This is an optimization exercise on Yosys and OpenROAD, whose aim is small area, a short achievable clock period and few clock cycles per item, not a production implementation. At most, simulation tests tie the RTL to the original design; equivalence was not proved. Power is estimated from default activity; no workload was simulated.

JK:
## mvm_layer
module mvm_layer (
   input  logic  clk,
   input  logic  reset,
   input  logic  s_valid,
   output logic  s_ready,
   input  logic signed [16-1:0] data_in,
   output logic  m_valid,
   input  logic  m_ready,
   output logic signed [16-1:0] data_out
);
==> module mvm_control, before the edit <==
module mvm_control (
   input  logic                   clk,
   input  logic                   reset,
   input  logic                   s_valid,
   input  logic                   m_ready,
   output logic                   s_ready,
   output logic                   x_wr,
   output logic                   x_load,
   output logic [4-1:0] row,         
   output logic                   out_valid,
   output logic                   take_buf,    
   output logic                   take_new,    
   output logic                   buf_wr,      
   output logic [1:0]             wp,
   output logic [1:0]             rp
);
   logic [3-1:0]  in_cnt;      
   logic                   act;         
   logic                   issue;       
   logic                   iv;          
   logic [2:0]             v_pipe;      
   logic                   res_v;       
   logic [2:0]             cnt;         
   logic [2:0]             bcnt;        
   logic                   free;        
   logic                   deliver;
   assign x_wr    = s_valid && s_ready;
   assign x_load  = x_wr && (in_cnt == 3'(8 - 1));
   assign issue   = (act || x_load) && ((cnt < 3'd5) || deliver);
   assign res_v   = v_pipe[2];
   assign deliver = out_valid && m_ready;
   logic                   act_n;
   logic [3-1:0]  in_cnt_n;
   assign in_cnt_n = x_wr ? in_cnt + 1'b1 : in_cnt;    
   assign act_n    = x_load || (act && !(issue && row == 4'(16 - 1)));
   always_ff @(posedge clk) begin
      if (reset) begin
         in_cnt  <= '0;
         act     <= 1'b0;
         row     <= '0;
         iv      <= 1'b0;
         v_pipe  <= '0;
         cnt     <= '0;
         s_ready <= 1'b1;    
      end else begin
         in_cnt <= in_cnt_n;
         act    <= act_n;
         if (issue) begin
            row <= row + 1'b1;    
         end
         iv     <= issue;
            v_pipe <= {v_pipe[1:0], iv};
         cnt    <= cnt + 3'(issue) - 3'(deliver);
         s_ready <= (in_cnt_n != 3'(8 - 1)) || !act_n;
      end
   end
   assign free     = !out_valid || m_ready;
   assign take_buf = free && (bcnt != '0);
   assign take_new = free && (bcnt == '0) && res_v;
   assign buf_wr   = res_v && !take_new;
   always_ff @(posedge clk) begin
      if (reset) begin
         out_valid <= 1'b0;
         bcnt      <= '0;
         wp        <= '0;
         rp        <= '0;
      end else begin
         if (free) begin
            out_valid <= (bcnt != '0) || res_v;
         end
         bcnt <= bcnt + 3'(buf_wr) - 3'(take_buf);
         if (buf_wr) begin
            wp <= (wp == 2'd3) ? '0 : wp + 1'b1;
         end
         if (take_buf) begin
            rp <= (rp == 2'd3) ? '0 : rp + 1'b1;
         end
      end
   end
endmodule
Settings: LEC_CHECK=0, CAP_MARGIN=20, CORE_MARGIN=2, CORE_UTILIZATION=40, CTS_CLUSTER_DIAMETER=80, CTS_CLUSTER_SIZE=25, PLACE_DENSITY=0.6, SETUP_SLACK_MARGIN=4.5, SLEW_MARGIN=20; clock period 7.0 ns.
standard.sh (not shown) runs the stock make flow with config.mk's settings and CLKGATE_MAP_FILE= SYNTH_SCRIPT=/design/flow/synth_recipe.tcl, a recipe that flattens the netlist after the stock synthesis.
==> flow/flow/run.sh <==
#!/bin/bash
# Layout flow: the standard synthesis, then a polarity pass on the full
# adders of the synthesized netlist (flow/polfix.py: a full adder is
# self-dual, so complementing its inputs complements its outputs; choosing
# each adder's polarity removes most inverters between adders), checked
# against the synthesized netlist on random vectors (flow/neteq.py), then the
# standard flow from floorplan to the final layout.
set -euo pipefail
R=orfs/results/${FLOW_PLATFORM}/mvm_layer/base

bash standard.sh synth > synth.log 2>&1

cp $R/1_2_yosys.v $R/1_2_yosys_std.v
python3 flow/polfix.py $R/1_2_yosys_std.v $R/1_2_yosys_pol.v > polfix.log 2>&1
python3 flow/neteq.py $R/1_2_yosys_std.v $R/1_2_yosys_pol.v 40 > neteq.log 2>&1
cp $R/1_2_yosys_pol.v $R/1_2_yosys.v
rm -f $R/1_synth.odb $R/1_synth.sdc

bash standard.sh > layout.log 2>&1
Other scripts of this flow, unchanged in this note and not shown: flow/flow/neteq.py, flow/flow/polfix.py
Testbench counts of JK, summed over its fixed seeds: cycles 5,216, frames 320.
[inputs] MS vs JK
diff --git a/flow/design.v b/flow/design.v
--- a/flow/design.v
+++ b/flow/design.v
@@ -3007,13 +3007,19 @@
    logic                   iv;          
    logic [2:0]             v_pipe;      
    logic                   res_v;       
-   logic [2:0]             cnt;         
-   logic [2:0]             bcnt;        
+   logic [4:0]             cnt;         
+   logic [3:0]             bcnt;        
    logic                   free;        
    logic                   deliver;
    assign x_wr    = s_valid && s_ready;
    assign x_load  = x_wr && (in_cnt == 3'(8 - 1));
-   assign issue   = (act || x_load) && ((cnt < 3'd5) || deliver);
+   assign issue   = (act || x_load) && (!cnt[4] || deliver);
+   logic [4:0]             cnt_inc, cnt_dec;
+   logic [3:0]             bcnt_inc, bcnt_dec;
+   assign cnt_inc  = {cnt[3:0], 1'b1};
+   assign cnt_dec  = {1'b0, cnt[4:1]};
+   assign bcnt_inc = {bcnt[2:0], 1'b1};
+   assign bcnt_dec = {1'b0, bcnt[3:1]};
    assign res_v   = v_pipe[2];
    assign deliver = out_valid && m_ready;
    logic                   act_n;
@@ -3037,13 +3043,17 @@
          end
          iv     <= issue;
             v_pipe <= {v_pipe[1:0], iv};
-         cnt    <= cnt + 3'(issue) - 3'(deliver);
+         if (issue && !deliver) begin
+            cnt <= cnt_inc;
+         end else if (deliver && !issue) begin
+            cnt <= cnt_dec;
+         end
          s_ready <= (in_cnt_n != 3'(8 - 1)) || !act_n;
       end
    end
    assign free     = !out_valid || m_ready;
-   assign take_buf = free && (bcnt != '0);
-   assign take_new = free && (bcnt == '0) && res_v;
+   assign take_buf = free && bcnt[0];
+   assign take_new = free && !bcnt[0] && res_v;
    assign buf_wr   = res_v && !take_new;
    always_ff @(posedge clk) begin
       if (reset) begin
@@ -3053,9 +3063,13 @@
          rp        <= '0;
       end else begin
          if (free) begin
-            out_valid <= (bcnt != '0) || res_v;
+            out_valid <= bcnt[0] || res_v;
+         end
+         if (buf_wr && !take_buf) begin
+            bcnt <= bcnt_inc;
+         end else if (take_buf && !buf_wr) begin
+            bcnt <= bcnt_dec;
          end
-         bcnt <= bcnt + 3'(buf_wr) - 3'(take_buf);
          if (buf_wr) begin
             wp <= (wp == 2'd3) ? '0 : wp + 1'b1;
          end
- MS ran to completion and came out clean on the timing, design-rule and antenna checks.
- Summary of MS over JK: total via count in the routed design roughly the same, worst hold slack higher, global-route wire length before repair roughly the same.
- Compared with JK, in MS internal power summed over all cells lost about 3%; final cell area excluding filler cells moved up; buffering stage count on the worst path with inverters included essentially unchanged.
- Wire length the detailed router placed on met1 down 860 um in MS wrt JK
- The worst-case setup margin in the final layout number comes out higher for JK vs MS.
Only the layout flow was run in MS; the RTL was not checked for function there.

==> separate check: timing with driven ports <==
How much do the figures lean on ideal ports? The routed layouts below were timed once more, with nothing changed but the port constraints. Step 1 (the two cells are an assumption about what drives the block):
set clk [get_ports {clk}]
set_driving_cell -lib_cell sky130_fd_sc_hd__clkbuf_16 $clk
set_driving_cell -lib_cell sky130_fd_sc_hd__buf_2 [delete_from_list [all_inputs] $clk]
Step 2 also shifts input and output timing later by t, the mid clock arrival at the registers, as if the neighbouring blocks saw the same clock. Three values: ideal ports, drivers, drivers and shift; two values: the first two.
run | shift t [ns] | setup slack, ns | hold slack, ns | worst setup path after step 2 | clock arrival spread, ns
JK | 0.663 | 4.408 / 4.343 / 3.910 | 0.328 / 0.328 / 0.328 | input to register | 0.052 / 0.053
MS | 0.661 | 4.404 / 4.341 / 4.010 | 0.334 / 0.334 / 0.334 | input to register | 0.039 / 0.040
After both steps setup and hold are still met in every run listed. The setup slack of JK, which loses most, moves by -0.065 ns with the drivers and by -0.498 ns with both steps.
